From an optimization exercise on the open Yosys and OpenROAD flow, aimed at small area, a short achievable clock period and few clock cycles per item; shortcuts taken in it are not production practice.
The RTL was checked by simulation tests, not by an equivalence proof against the original design.
Power figures rest on the tool's default switching activity, not on a simulated workload.

$ cat design/flow/config.mk
export PLATFORM = sky130hd
export DESIGN_NAME = dense_layer
export DESIGN_NICKNAME = dense_layer
export VERILOG_FILES = /design/flow/design.v
export SDC_FILE = /design/flow/constraint.sdc
export NUM_CORES = 4
export LEC_CHECK = 0
export CAP_MARGIN = 20
export CORE_MARGIN = 2
export CORE_UTILIZATION = 40
export SLEW_MARGIN = 20
$ cat design/flow/constraint.sdc
create_clock -name core_clock -period 10.0 [get_ports {clk}]
set_input_delay 2.0000 -clock core_clock [delete_from_list [all_inputs] [get_ports {clk}]]
set_output_delay 2.0000 -clock core_clock [all_outputs]
set_load 0.01 [all_outputs]
$ cat design/flow/design.v
module dense_layer #(
    parameter int NUM_INPUTS    = 4,
    parameter int NUM_OUTPUTS   = 4,
    parameter int FP_TOTAL_BITS = 16,
    parameter int FP_FRAC_BITS  = 8
) (
    input  logic                                                      clk,
    input  logic                                                      reset,
    input  logic                                                      start,
    input  logic [NUM_INPUTS-1:0][FP_TOTAL_BITS-1:0]                  input_vector,
    input  logic [NUM_OUTPUTS-1:0][NUM_INPUTS-1:0][FP_TOTAL_BITS-1:0] weight_matrix,
    input  logic [NUM_OUTPUTS-1:0][FP_TOTAL_BITS-1:0]                 bias_vector,
    output logic [NUM_OUTPUTS-1:0][FP_TOTAL_BITS-1:0]                 layer_out,
    output logic                                                      busy,
    output logic                                                      done
);
    localparam int W     = FP_TOTAL_BITS;
    localparam int PW    = 2 * W;
    localparam int ACC_W = PW + $clog2(NUM_INPUTS) + 1;
    localparam int IW    = (NUM_OUTPUTS > 1) ? $clog2(NUM_OUTPUTS) : 1;
    localparam int JW    = (NUM_INPUTS > 1) ? $clog2(NUM_INPUTS) : 1;
    localparam logic [IW-1:0] I_LAST = IW'(NUM_OUTPUTS - 1);
    localparam logic [JW-1:0] J_LAST = JW'(NUM_INPUTS - 1);
    localparam logic signed [ACC_W-1:0] SAT_MAX = {{(ACC_W-W+1){1'b0}}, {(W-1){1'b1}}};
    localparam logic signed [ACC_W-1:0] SAT_MIN = {{(ACC_W-W+1){1'b1}}, {(W-1){1'b0}}};
    typedef enum logic [1:0] {IDLE, MAC, WRITE, DONE} state_t;
    state_t                                             r_state;
    logic [NUM_INPUTS-1:0][W-1:0]                       r_x;
    logic [NUM_OUTPUTS-1:0][NUM_INPUTS-1:0][W-1:0]      r_w;
    logic [NUM_OUTPUTS-1:0][W-1:0]                      r_b;
    logic [NUM_OUTPUTS-1:0][W-1:0]                      r_out;
    logic signed [ACC_W-1:0]                            r_acc;
    logic [IW-1:0]                                      r_i;
    logic [JW-1:0]                                      r_j;
    logic                                               r_busy;
    logic                                               r_done;
    logic signed [PW-1:0]    w_prod;
    logic signed [ACC_W-1:0] w_prod_ext;
    logic signed [ACC_W-1:0] w_bias_ext;
    logic signed [ACC_W-1:0] w_sum;
    logic signed [ACC_W-1:0] w_shift;
    logic [W-1:0]            w_sat;
    always_comb begin
        w_prod     = $signed(r_x[r_j]) * $signed(r_w[r_i][r_j]);
        w_prod_ext = {{(ACC_W-PW){w_prod[PW-1]}}, w_prod};
        w_bias_ext = {{(ACC_W-W){r_b[r_i][W-1]}}, r_b[r_i]};
        w_sum      = r_acc + (w_bias_ext <<< FP_FRAC_BITS);
        w_shift    = w_sum >>> FP_FRAC_BITS;
        if (w_shift > SAT_MAX)
            w_sat = SAT_MAX[W-1:0];
        else if (w_shift < SAT_MIN)
            w_sat = SAT_MIN[W-1:0];
        else
            w_sat = w_shift[W-1:0];
    end
    always_ff @(posedge clk) begin
        if (!reset) begin
            r_state <= IDLE;
            r_x     <= '0;
            r_w     <= '0;
            r_b     <= '0;
            r_out   <= '0;
            r_acc   <= '0;
            r_i     <= '0;
            r_j     <= '0;
            r_busy  <= 1'b0;
            r_done  <= 1'b0;
        end else begin
            case (r_state)
                IDLE: begin
                    if (start) begin
                        r_x     <= input_vector;
                        r_w     <= weight_matrix;
                        r_b     <= bias_vector;
                        r_out   <= '0;
                        r_acc   <= '0;
                        r_i     <= '0;
                        r_j     <= '0;
                        r_busy  <= 1'b1;
                        r_state <= MAC;
                    end
                end
                MAC: begin
                    r_acc <= r_acc + w_prod_ext;
                    r_j   <= r_j + JW'(1);
                    if (r_j == J_LAST)
                        r_state <= WRITE;
                end
                WRITE: begin
                    r_out[r_i] <= w_sat;
                    r_acc      <= '0;
                    r_j        <= '0;
                    if (r_i != I_LAST) begin
                        r_i     <= r_i + IW'(1);
                        r_state <= MAC;
                    end else begin
                        r_done  <= 1'b1;
                        r_busy  <= 1'b0;
                        r_state <= DONE;
                    end
                end
                DONE: begin
                    r_done  <= 1'b0;
                    r_state <= IDLE;
                end
                default: r_state <= IDLE;
            endcase
        end
    end
    assign layer_out = r_out;
    assign busy      = r_busy;
    assign done      = r_done;
endmodule
$ cat design/flow/run.sh
#!/bin/bash
# synth_recipe.tcl (not shown) runs the flow's synth.tcl, then flattens the netlist and writes it again
# the make line also repeats each setting of config.mk as NAME=value (left out here)
make -C /OpenROAD-flow-scripts/flow DESIGN_CONFIG=/design/flow/config.mk WORK_HOME=/design/flow/orfs CLKGATE_MAP_FILE= SYNTH_SCRIPT=/design/flow/synth_recipe.tcl finish
==> metrics.md <==
| Metric | Value |
|---|---|
| Worst Tran Pin Value | 1.42 ns |
| Final period util | 85.6% |
| Via density per instance | 5.19 |
| Via Count | 27300 |
| CP endpoint kind | flop |
| PD cells | 213 mW/mm^2 |
| # fillers | 8065 |
| Sequential power share | 28.7% |
| Die W | 294 microns |
| Top cells by area, synth | dfxtp_1, fa_1, nand2_1 |
| Worst reg2reg startpoint | r_j[1] |
| Num rows | 106 |
| Average wire per standard cell | 19.9 microns |
| Clock Path Buffers | 3 |
| Arr. time, crit path | 9.05 ns |
| RSZ-0062 raised after global routing | no |
| Post-synth EDFFs | 0 |
| Layout cells sized above 1 | 5.89% |
| Mean post-synth cell area | 8.84 sq um |
| Post-synth cell types | 71 |
| Placer congestion estimate | 0.886 |
| Die Area | 0.0866 sq mm |
| Setup TNS | 0 ns |
| Endpoints failing setup | 0 |
| WHS | 0.457 ns |
| Switch Pwr | 0.00363 W |
| Maximum vdd drop | 0.168 mV |
| Core footprint | 0.0836 sq mm |
| Net Sw Frac | 41.7% |
| Most frequent cells in the layout | nand2_1, dfxtp_1, clkdlybuf4s50_1, inv_1, a21boi_0 |
| Root buf cell | clkbuf_16 |
| Leading area contributor after synthesis | dfxtp_1 |
| Pleak | 17.0 nW |
| Violation count after the first detailed-route iteration | 1975 |
| Post-Route WL | 105000 microns |
| Starting Density | 40.3% |
| CP max FO | 47 |
| Yosys warns | 1 |
| Worst r2r path cells | 27 |
| Htree depth | 2 |
| Post-DP HPWL | 81400 microns |
| Crit path to | r_acc[25] |
| Pwr Total | 0.00872 W |
| Max Cap Violations | 0 |
| Data required time of the worst path | 10.49 ns |
| Relative slew margins | 5.19% |
| Initial antenna violation count | 4 |
| Vias in the first global route | 28100 |
| Worst Skew | 0.0522 ns |
| Skew-Pair Late Insertion Delay | 0.62 ns |
| First-pass GRT wire length | 163000 microns |
| Commonest non-fill, non-tap cell in the layout | nand2_1 |
| CTS tree | yes |
| Worst-path clk slew | 0.06 ns |
| # hold bufs at CTS | 0 |
| Area after DPL | 0.0390 sq mm |
| Commonest register cell after synthesis | dfxtp_1 |
| Crit path from | r_j[1] |
| Post-Synthesis Cell Area | 0.0337 sq mm |
| Crit start category | flop |
| Detailed-route DRC error count | 0 |
| HP Class | reg -> reg |
| Gr ovfl total | 0 |
| Layout Utilization | 49.0% |
| Reg-to-reg slack, setup | 1.44 ns |
| IO Port Bufs | 452 |
| Area of the multi-input gates | 0.0215 sq mm |
| Logic pwr share | 47.5% |
| Final net count | 4973 |
| Critical path class | reg -> reg |
| CTS Buf Count | 54 |
| Setup Fix Bufs, Post-CTS | 0 |
| Post-DRT Antenna Nets | 0 |
| Register area share after synthesis | 29.2% |
| Max Fclk | 117 MHz |
| Run status | complete, no violations |
| IO Pins | 453 |
| Post-Synthesis Net Count | 4652 |
| CTS Sinks | 491 |
| Vert. Die Dim | 294 microns |
| P&R area growth vs syn | 21.4% |
| Fraction of registers with async set/reset | 0% |
| Syn Inst Count | 3812 |
| Largest net degree at the start of global routing | 268 |
| Final hold violations | 0 |
| Clk pwr share | 23.7% |
| CTS resizes | 0 |
| FF/Latch Area | 0.00984 sq mm |
| Final Instance Area | 0.0409 sq mm |
| R2R Path End | r_acc[25] |
| Int Pwr | 0.00508 W |
| Final Max Slew Viols | 0 |
| Yosys top cell area share | 29.2% |
| Final Critical Period | 8.56 ns |
| Drt first pass iters | 6 |
| GRT Resource Usage Total | 24.2% |
| Yosys reg bits | 491 |
-- final cells by class --
type	instances	area share (%)
Inverter	399	3.66
Clock buffer	76	3.87
Tap cell	1080	3.30
Clock inverter	22	0.697
Timing Repair Buffer	483	11.8
Antenna cell	1	0.00612
Multi-Input combinational cell	2704	52.6
Sequential cell	491	24.0
-- cell families after synthesis --
kind of cell	after synthesis	share of synthesized area, %
AO/OA/AOI/OAI	717	15.5
flip-flops	491	29.2
AND/OR/NAND/NOR	1356	16.2
multiplexers	118	6.79
adder cells (fa/ha/maj)	453	23.7
buffers and inverters	617	7.00
XOR/XNOR	60	1.56
-- worst max-delay path, cell delays in order, from the launching register on --
cell and delay [ns]:
dfxtp_4 0.83, buf_4 0.33, mux4_2 0.32, nor2_1 0.18
nor2_1 0.13, o21ai_1 0.25, buf_4 0.29, nor2_1 0.10
fa_1 0.54, inv_1 0.05, fa_1 0.49, fa_1 0.51
inv_1 0.05, fa_1 0.48, fa_1 0.56, inv_1 0.06
fa_1 0.52, inv_1 0.04, ha_1 0.36, a21o_1 0.19
a21o_1 0.17, a21o_1 0.17, a21o_1 0.17, a221oi_1 0.85
o21ai_0 0.27, a31oi_1 0.25, xor2_1 0.15, o21ai_0 0.08
-- how the worst min path moves through the flow --
| stage | from | to | slack (ns) | cells past startpoint |
|---|---|---|---|---|
| 2_1_floorplan | r_x[16] | r_x[16] | 0.44 | 2 |
| 4_1_cts | r_x[5] | r_x[5] | 0.47 | 2 |
| 6_report | r_out[46] | r_out[46] | 0.46 | 2 |
| 3_3_place_gp | r_out[46] | r_out[46] | 0.44 | 2 |
| 5_1_grt | r_w[241] | r_w[241] | 0.48 | 2 |
| 3_5_place_dp | r_out[46] | r_out[46] | 0.45 | 2 |
-- state kept, by name (all words and copies together) (netlist names) --
register and cells:
r_acc 35, r_i 2, r_j 2, r_state 2, r_done 1, r_x 64
r_busy 1, r_b 64, r_w 256, r_out 64
-- power by group through the flow --
stage / clock network, W / registers [W] / logic, W
floorplan: 0 / 0.00244 / 0.00296
global placement: 0 / 0.00255 / 0.00415
detailed placement: 0 / 0.00255 / 0.00417
CTS: 0.00211 / 0.00250 / 0.00420
global route: 0.00219 / 0.00254 / 0.00470
finish: 0.00207 / 0.00250 / 0.00415
-- routing by layer --
| layer | part of all wire, % | wire length (microns) | global-route usage (%) | vias up |
|---|---|---|---|---|
| met5 | 0.022 | 23 | 0 | - |
| met3 | 3.8 | 3960 | 2.65 | 121 |
| met2 | 49 | 51800 | 42.1 | 605 |
| li1 | - | - | - | 13000 |
| met1 | 44 | 46500 | 32.2 | 13500 |
| met4 | 2.4 | 2480 | 5.91 | 4 |
-- through the flow --
step	std cells	worst slack [ns]
floorplan	3812	1.62
global placement	5157	1.55
detailed placement	5157	1.56
CTS	5255	1.52
global route	5256	0.985
finish	5256	1.44
-- synth_stat cells, drive strengths merged, types with 25 or more instances --
cell    number
nor2       204
o211ai      25
a21boi     395
clkbuf     189
fa         311
inv        399
a221o       40
a21o        25
buf         29
nand2      992
o21ai       80
ha         142
dfxtp      491
xnor2       41
nand3       40
mux4        87
a21oi       52
Testbench counts, summed over its fixed seeds: cycles 11,256, items 512.

==> separate check: timing with driven ports <==
Ports are ideal in the flow. The routed layout listed here was re-timed in OpenROAD.
Step 1 assumes that a clkbuf_16 drives the clock port and a buf_2 every other input.
Step 2 adds t to the input delays and takes it off the output delays; t is the mean of the earliest and latest rising clock arrival at the registers after step 1. Input paths then give back, and output paths get back, about the clock's delay inside the block.
Three values: ideal, step 1, step 2; two values: the first two.
t (ns): 0.670
slack for setup (ns): 1.438 / 1.438 / 1.438
worst hold slack (ns): 0.457 / 0.457 / 0.457
After both steps setup and hold are still met in this run. The setup slack of this run moves by 0.000 ns with the drivers and by 0.000 ns with both steps.
